What follows belongs to an exercise in optimizing a design on an open flow for small area, a short achievable clock period and few clock cycles per item; a production flow would make more cautious choices.
The RTL was checked by simulation tests, not by an equivalence proof against the original design.

==> flow/design.v (outline; a module is shown in full before it is edited, if it fits) <==
// module fp32_div_pipe: 1112 lines
// module fp32_div_csa: 12 lines
// module fp32_div_hadd: 11 lines
module fp32_div_pipe (
  input  logic        clk,
  input  logic        rst_n,
  input  logic        in_valid,
  output logic        in_ready,
  input  logic [31:0] in_a,
  input  logic [31:0] in_b,
  output logic        out_valid,
  input  logic        out_ready,
  output logic [31:0] out_q,
  output logic [3:0]  out_flags
);
  // ...
==> flow/run.sh <==
#!/bin/bash
# synth_recipe.tcl (not shown) runs the flow's synth.tcl, then flattens the netlist and writes it again
# the make line also repeats each setting of config.mk as NAME=value (left out here)
make -C /OpenROAD-flow-scripts/flow DESIGN_CONFIG=/design/flow/config.mk WORK_HOME=/design/flow/orfs CLKGATE_MAP_FILE= SYNTH_SCRIPT=/design/flow/synth_recipe.tcl finish
==> flow/config.mk <==
export PLATFORM = sky130hd
export DESIGN_NAME = fp32_div_pipe
export DESIGN_NICKNAME = fp32_div_pipe
export VERILOG_FILES = /design/flow/design.v
export SDC_FILE = /design/flow/constraint.sdc
export NUM_CORES = 4
export LEC_CHECK = 0
export ABC_AREA = 1
export CAP_MARGIN = 20
export CORE_MARGIN = 2
export CORE_UTILIZATION = 40
export SLEW_MARGIN = 80
export SYNTH_HIERARCHICAL = 1
export SYNTH_MINIMUM_KEEP_SIZE = 0
==> flow/constraint.sdc <==
create_clock -name core_clock -period 125.0 [get_ports {clk}]
set_input_delay 25.0000 -clock core_clock [delete_from_list [all_inputs] [get_ports {clk}]]
set_output_delay 25.0000 -clock core_clock [all_outputs]
set_load 0.01 [all_outputs]
==> impl_metrics.yaml, run 1 <==
outcome:
  status: "complete, no violations"
critical_path:
  r2r_end: "r2_fr[22]"
  cp_slowest_cell: "clkdlybuf4s50_1"
  path_class: "register to output port"
  path_depth: 1
  crit_path_cell_trace: "clkdlybuf4s50_1"
  path_buf_inv: 1
global_routing:
  grt_pass1_vias: 34300
  grtUsageMet2_pct: 35.2
route:
  vias_per_cell: 5.39
  met1_length_um: 55000
finish:
  clock_area_share_pct: 2.47
  layout_common_cells: "nand2_1, fa_1, o21ai_0"
  post-route-util_pct: 45.9
  inverters: 292
  seqCellArea_sq_um: 9550
  dominant_cells: "multi-input gates"
  multiInputGateArea_sq_um: 33300
  multi_input_area_share_pct: 65.8
  fin_nets: 5662
timing:
  holdWs_ps: 396
  period_share_pct: 21.3
floorplan:
  fp.dieArea_sq_um: 113000
  initial_core_util_pct: 40.2
  die_y_um: 337
synth:
  synth-seq-cells: 332
  synth_area_per_cell_sq_um: 9.95
  synth_xor_area_share_pct: 6.75
  synth-seq-area-share_pct: 21.6
flow_run:
  cap_violations: 0
cts:
  cts_setup_buffers: 0
  cts_buffers: 40
  ctsResizeCount: 0
min_path:
  hold_start: "r1_fa[18]"
Testbench counts, summed over its fixed seeds: cycles 16,032, items 16,000.
==> run 2: changes to the inputs <==
--- a/flow/config.mk
+++ b/flow/config.mk
@@ -11,3 +11,3 @@
 export CORE_UTILIZATION = 40
-export SLEW_MARGIN = 80
+export SLEW_MARGIN = 20
 export SYNTH_HIERARCHICAL = 1
==> run 2 against run 1 <==
Net effect:
- still clean
- first-iteration DRC count increased by 3.4%
- count of clock-buffer cells in the layout unchanged
- fmax decreased by 2.4%
- die area unchanged
- cell area decreased by 4.3%
- worst setup slack got worse by 650 ps
- worst hold slack got worse by 10 ps
- cell count decreased by 2.3%
- core utilization decreased by 2.0 points
- synthesized cell count unchanged
==> impl_metrics.yaml, run 2 <==
outcome:
  status: "complete, no violations"
critical_path:
  endpoint_kind: "register"
  path_class: "register to register"
  cp.arrival_ps: 27560
  path_max_fanout: 28
  crit_path_start_kind: "register"
  cp_slowest_cell: "a31oi_4"
  worstPathRequired_ps: 125340
  reg2regPathDepth: 86
  max_stage_delay_ps: 810
  ff2ff_setup_slack_ps: 97780
  cpMostUsedCell: "nand2_1"
floorplan:
  initial_core_util_pct: 40.2
  fp.dieW_um: 337
  die_y_um: 337
  io_pins: 106
  core-area_sq_um: 110000
  rows: 122
  fp.dieArea_sq_um: 113000
timing:
  rsz0062_at_grt: "false"
  layout_min_cycle_time_ps: 27220
  slew_viol_final: 0
  skew_ps: 47.9
  setup_tns_ps: 0
  holdWs_ps: 385
  period_share_pct: 21.8
  hold_violations: 0
  tightest_slew_ps: 1070
  finalSetupViolCount: 0
  relSlewSlack_pct: 28.8
  clock.fmax_ghz: 0.0367
cts:
  clk_latency_ps: 640
  root_buffer: "clkbuf_16"
  cts_buffer_depth: 3
  ctsResizeCount: 0
  cts_buffers: 43
  htreeDepth: 2
  cts_hold_buf: 0
  clock_sinks: 332
  cts_tree: "yes"
  cts_setup_buffers: 0
  path_clk_slew_ps: 60
route:
  drc_errors: 0
  dr.first_iter.drc_count: 2532
  drt_wl_total_um: 122000
  dr.pass1.iters: 6
  route.vias.total: 32200
  vias_per_cell: 5.42
  wire_per_inst_um: 20.5
  ant_nets: 0
finish:
  post-route-util_pct: 44.0
  final_common_cell: "nand2_1"
  fin_nets: 5518
  fin_cells: 5948
  n_antenna_cell: 0
  layout_common_cells: "nand2_1, fa_1, o21ai_0"
  top_regs: "out_q_r: 32 flops, sk_q: 32 flops"
  drive_gt1_share_pct: 5.47
  area_growth_pct: 9.47
  design_area_sq_um: 48500
  fill_cells: 10600
synth:
  synth-seq-cells: 332
  synth-main-ff-cell: "edfxtp_1"
  syn_area_sq_um: 44300
  synth_enable_flop_cells: 290
  synthCells: 4447
  yosysMostFrequentCell: "nand2_1"
  synth.area.top_cells: "fa_1, edfxtp_1, nand2_1"
  synth-seq-area-share_pct: 21.6
  synth_area_per_cell_sq_um: 9.95
  synth_top_area_share_pct: 37.9
  synth-async-reset-ratio_pct: 0
  ys_types: 68
  synth_top_area_cell: "fa_1"
  yosysWarningCount: 7
  synthTopCellsByCount: "nand2_1, fa_1, o21ai_0"
global_routing:
  grt_first_pass_wirelength_um: 194000
  grt_antenna_before_repair: 1
  grt_pass1_vias: 33700
  grt_overflow: 0
  grt_max_degree: 156
  grt_use_total_pct: 21.9
min_path:
  hold_class: "register to register"
  whs_path_depth: 0
placement:
  place_hpwl_um: 92400
  gp_congestion: 0.872
  portBuffers: 105
  placed_area_sq_um: 47000
  placedCellCount: 5871
flow_run:
  cap_violations: 0
[run 2: critical path, delay by kind of cell, from the launching register on]
family,cells,cell delay [ps]
buffers and inverters,19,4870
AO/OA/AOI/OAI,24,5370
flip-flops,1,320
AND/OR/NAND/NOR,24,7940
adder cells (fa/ha/maj),19,8320
[run 2: logic make-up (layout without fill, tap and decap cells)]
kind of cell / Yosys count / in the layout / synth area share [%]
XOR/XNOR: 341 / 341 / 6.75
AND/OR/NAND/NOR: 1200 / 1200 / 11.2
other: 2 / 34 / 0.0170
flip-flops: 332 / 332 / 21.6
buffers and inverters: 588 / 569 / 5.03
AO/OA/AOI/OAI: 959 / 959 / 12.3
adder cells (fa/ha/maj): 1022 / 1022 / 43.1
multiplexers: 3 / 3 / 0.0678
[run 2: metal layers]
metal / vias up / global-route usage [%] / share of wire, %
met4: 2 / 5.37 / 2.3
met1: 16200 / 30.8 / 45
met3: 192 / 3.69 / 6.7
met5: - / 0.596 / 0.075
met2: 1094 / 35.3 / 46
li1: 14700 / - / -
[run 2: area by class of cell]
class | count | area (sq um) | share of cell area [%]
clock inverter | 25 | 295 | 0.609
inverter | 292 | 1100 | 2.28
multi-input combinational | 3559 | 32700 | 67.5
sequential | 332 | 9550 | 19.7
tap | 1488 | 1860 | 3.84
clock buffer | 52 | 1150 | 2.38
timing repair buffer | 200 | 1780 | 3.67
[run 2: path summary, 6_finish.rpt]
path | start | end
setup / recovery | r0_b[16] | r1_S[7]
setup reg to reg | r0_b[16] | r1_S[7]
hold / removal | r1_fa[3] | r2_fa[3]
hold reg to reg | r1_fa[3] | r2_fa[3]
[run 2: through the flow]
step | setup WS (ps)
after CTS | 97520
final | 97780
after global placement | 96720
after detailed placement | 97510
after global routing | 95480
after floorplan | 99120
==> run 3: changes to the inputs <==
--- a/flow/config.mk
+++ b/flow/config.mk
@@ -11,3 +11,3 @@
 export CORE_UTILIZATION = 40
-export SLEW_MARGIN = 20
+export SLEW_MARGIN = 60
 export SYNTH_HIERARCHICAL = 1
==> run 3 against run 2 <==
Net effect:
- still clean
- cell area up 0.62%
- fmax up 2.6%
- synthesized cell count unchanged
- critical path type is now register to output port
- largest cell class unchanged
==> impl_metrics.yaml, run 3 <==
global_routing:
  grt_first_pass_wirelength_um: 195000
  grt_pass1_vias: 33700
  grt_antenna_before_repair: 7
  grt_max_degree: 117
  grt_use_total_pct: 22.0
  grt_overflow: 0
critical_path:
  path_class: "register to output port"
  path_buf_inv: 1
  crit_path_start_kind: "register"
  endpoint_kind: "output port"
  path_max_fanout: 4
  cp_slowest_cell: "clkdlybuf4s50_1"
  cp.arrival_ps: 1540
  crit_path_cell_trace: "clkdlybuf4s50_1"
  worstPathRequired_ps: 100000
  max_stage_delay_ps: 560
  crit_family: "buffers and inverters"
cts:
  ctsResizeCount: 0
  cts_tree: "yes"
  cts_setup_buffers: 0
  root_buffer: "clkbuf_16"
  clk_latency_ps: 650
  htreeDepth: 2
  cts_buffers: 42
  path_clk_slew_ps: 70
  cts_hold_buf: 0
  clock_sinks: 332
  cts_buffer_depth: 3
timing:
  hold_violations: 0
  finalSetupViolCount: 0
  slew_viol_final: 0
  holdWs_ps: 370
  relSlewSlack_pct: 62.4
  tightest_slew_ps: 564
  clock.fmax_ghz: 0.0377
  layout_min_cycle_time_ps: 26540
  skew_ps: 63.3
  rsz0062_at_grt: "false"
  setup_tns_ps: 0
  period_share_pct: 21.2
finish:
  design_area_sq_um: 48800
  fill_cells: 10600
  fin_nets: 5554
  final_common_cell: "nand2_1"
  layout_common_cells: "nand2_1, fa_1, o21ai_0"
  area_growth_pct: 10.2
  multiInputGateArea_sq_um: 32800
  n_antenna_cell: 0
  drive_gt1_share_pct: 6.76
  fin_cells: 5983
  seqCellArea_sq_um: 9550
  top_regs: "out_q_r: 32 flops, sk_q: 32 flops"
synth:
  synthCells: 4447
  synth-async-reset-ratio_pct: 0
  synth_enable_flop_cells: 290
  synthTopCellsByCount: "nand2_1, fa_1, o21ai_0"
  synth.area.top_cells: "fa_1, edfxtp_1, nand2_1"
  syn_area_sq_um: 44300
  synth-seq-area-share_pct: 21.6
  yosysMostFrequentCell: "nand2_1"
  synth-main-ff-cell: "edfxtp_1"
  synth_top_area_cell: "fa_1"
  yosysWarningCount: 7
  synth_area_per_cell_sq_um: 9.95
  synth-seq-cells: 332
  ys_types: 68
  synth_top_area_share_pct: 37.9
placement:
  portBuffers: 105
  place_hpwl_um: 93100
  gp_congestion: 0.872
  placed_area_sq_um: 47400
  placedCellCount: 5905
flow_run:
  cap_violations: 0
route:
  wire_per_inst_um: 20.5
  vias_per_cell: 5.41
  drc_errors: 0
  dr.pass1.iters: 6
  route.vias.total: 32400
  ant_nets: 0
  drt_wl_total_um: 122000
  dr.first_iter.drc_count: 2357
floorplan:
  initial_core_util_pct: 40.2
  rows: 122
  io_pins: 106
  die_y_um: 337
  fp.dieW_um: 337
  core-area_sq_um: 110000
  fp.dieArea_sq_um: 113000
min_path:
  hold_class: "register to register"
outcome:
  status: "complete, no violations"
==> run 3: cell type report <==
class                           instances  area share, %
Multi-Input combinational cell       3559           67.3
Sequential cell                       332           19.6
Timing Repair Buffer                  237           4.39
Tap cell                             1488           3.82
Clock buffer                           56           2.33
Inverter                              292           2.28
Clock inverter                         19          0.316
==> run 3: final timing paths <==
path	cells past startpoint	startpoint	slack [ps]	end
worst min-delay path	0	r1_fa[12]	370	r2_fa[12]
worst max register to register	121	r1_S[23]	100040	r2_fr[22]
worst min register to register	0	r1_fa[12]	370	r2_fa[12]
worst max-delay path	1	out_v	98460	out_valid
==> run 3: metal layers <==
| metal | global-route usage, % | up-vias | part of all wire [%] |
|---|---|---|---|
| met3 | 4.79 | 176 | 7.9 |
| met4 | 5.44 | 2 | 2.1 |
| met5 | 0 | - | 0.0074 |
| li1 | - | 14800 | - |
| met1 | 30.6 | 16200 | 44 |
| met2 | 35.1 | 1241 | 46 |
==> run 3: metrics by stage <==
stage / util [%] / setup slack [ps]
final: 44.2 / 98460
after CTS: 44.2 / 98410
after global routing: 44.2 / 97650
after detailed placement: 43.0 / 98650
after global placement: 42.6 / 96720
after floorplan: - / 99120
==> run 3: cell families (layout without fill, tap and decap cells) <==
family                     Yosys count  after routing  synth area share (%)
and+or+nand+nor                   1200           1200                  11.2
adders and majority gates         1022           1022                  43.1
AOI/OAI and AO/OA                  959            959                  12.3
buffers and inverters              588            604                  5.03
xor gates and xnor gates           341            341                  6.75
DFF                                332            332                  21.6
muxes                                3              3                0.0678
other                                2             34                0.0170

[afterwards: timing with drivers on the ports]
Ports are ideal in the flow. The routed layouts listed here were re-timed in OpenROAD. Step 1, drivers: a clkbuf_16 drives clk and a buf_2 each remaining input, both assumed. Step 2 times the ports against the registers' clock, not the clock port: input delays grow and output delays shrink by t, the midpoint of the rising clock arrivals with the driver on. Slacks: ideal ports / drivers / drivers and shift; pairs: ideal ports / drivers.
run | t (ns) | setup slack, ns | worst register clock-pin slew, ns
run 1 | 0.665 | 98.429 / 98.361 / 98.670 | 0.07 / 0.07
run 2 | 0.680 | 97.778 / 97.778 / 97.778 | 0.07 / 0.07
run 3 | 0.679 | 98.464 / 98.398 / 98.651 | 0.07 / 0.07
After both steps every run listed still meets setup and hold.
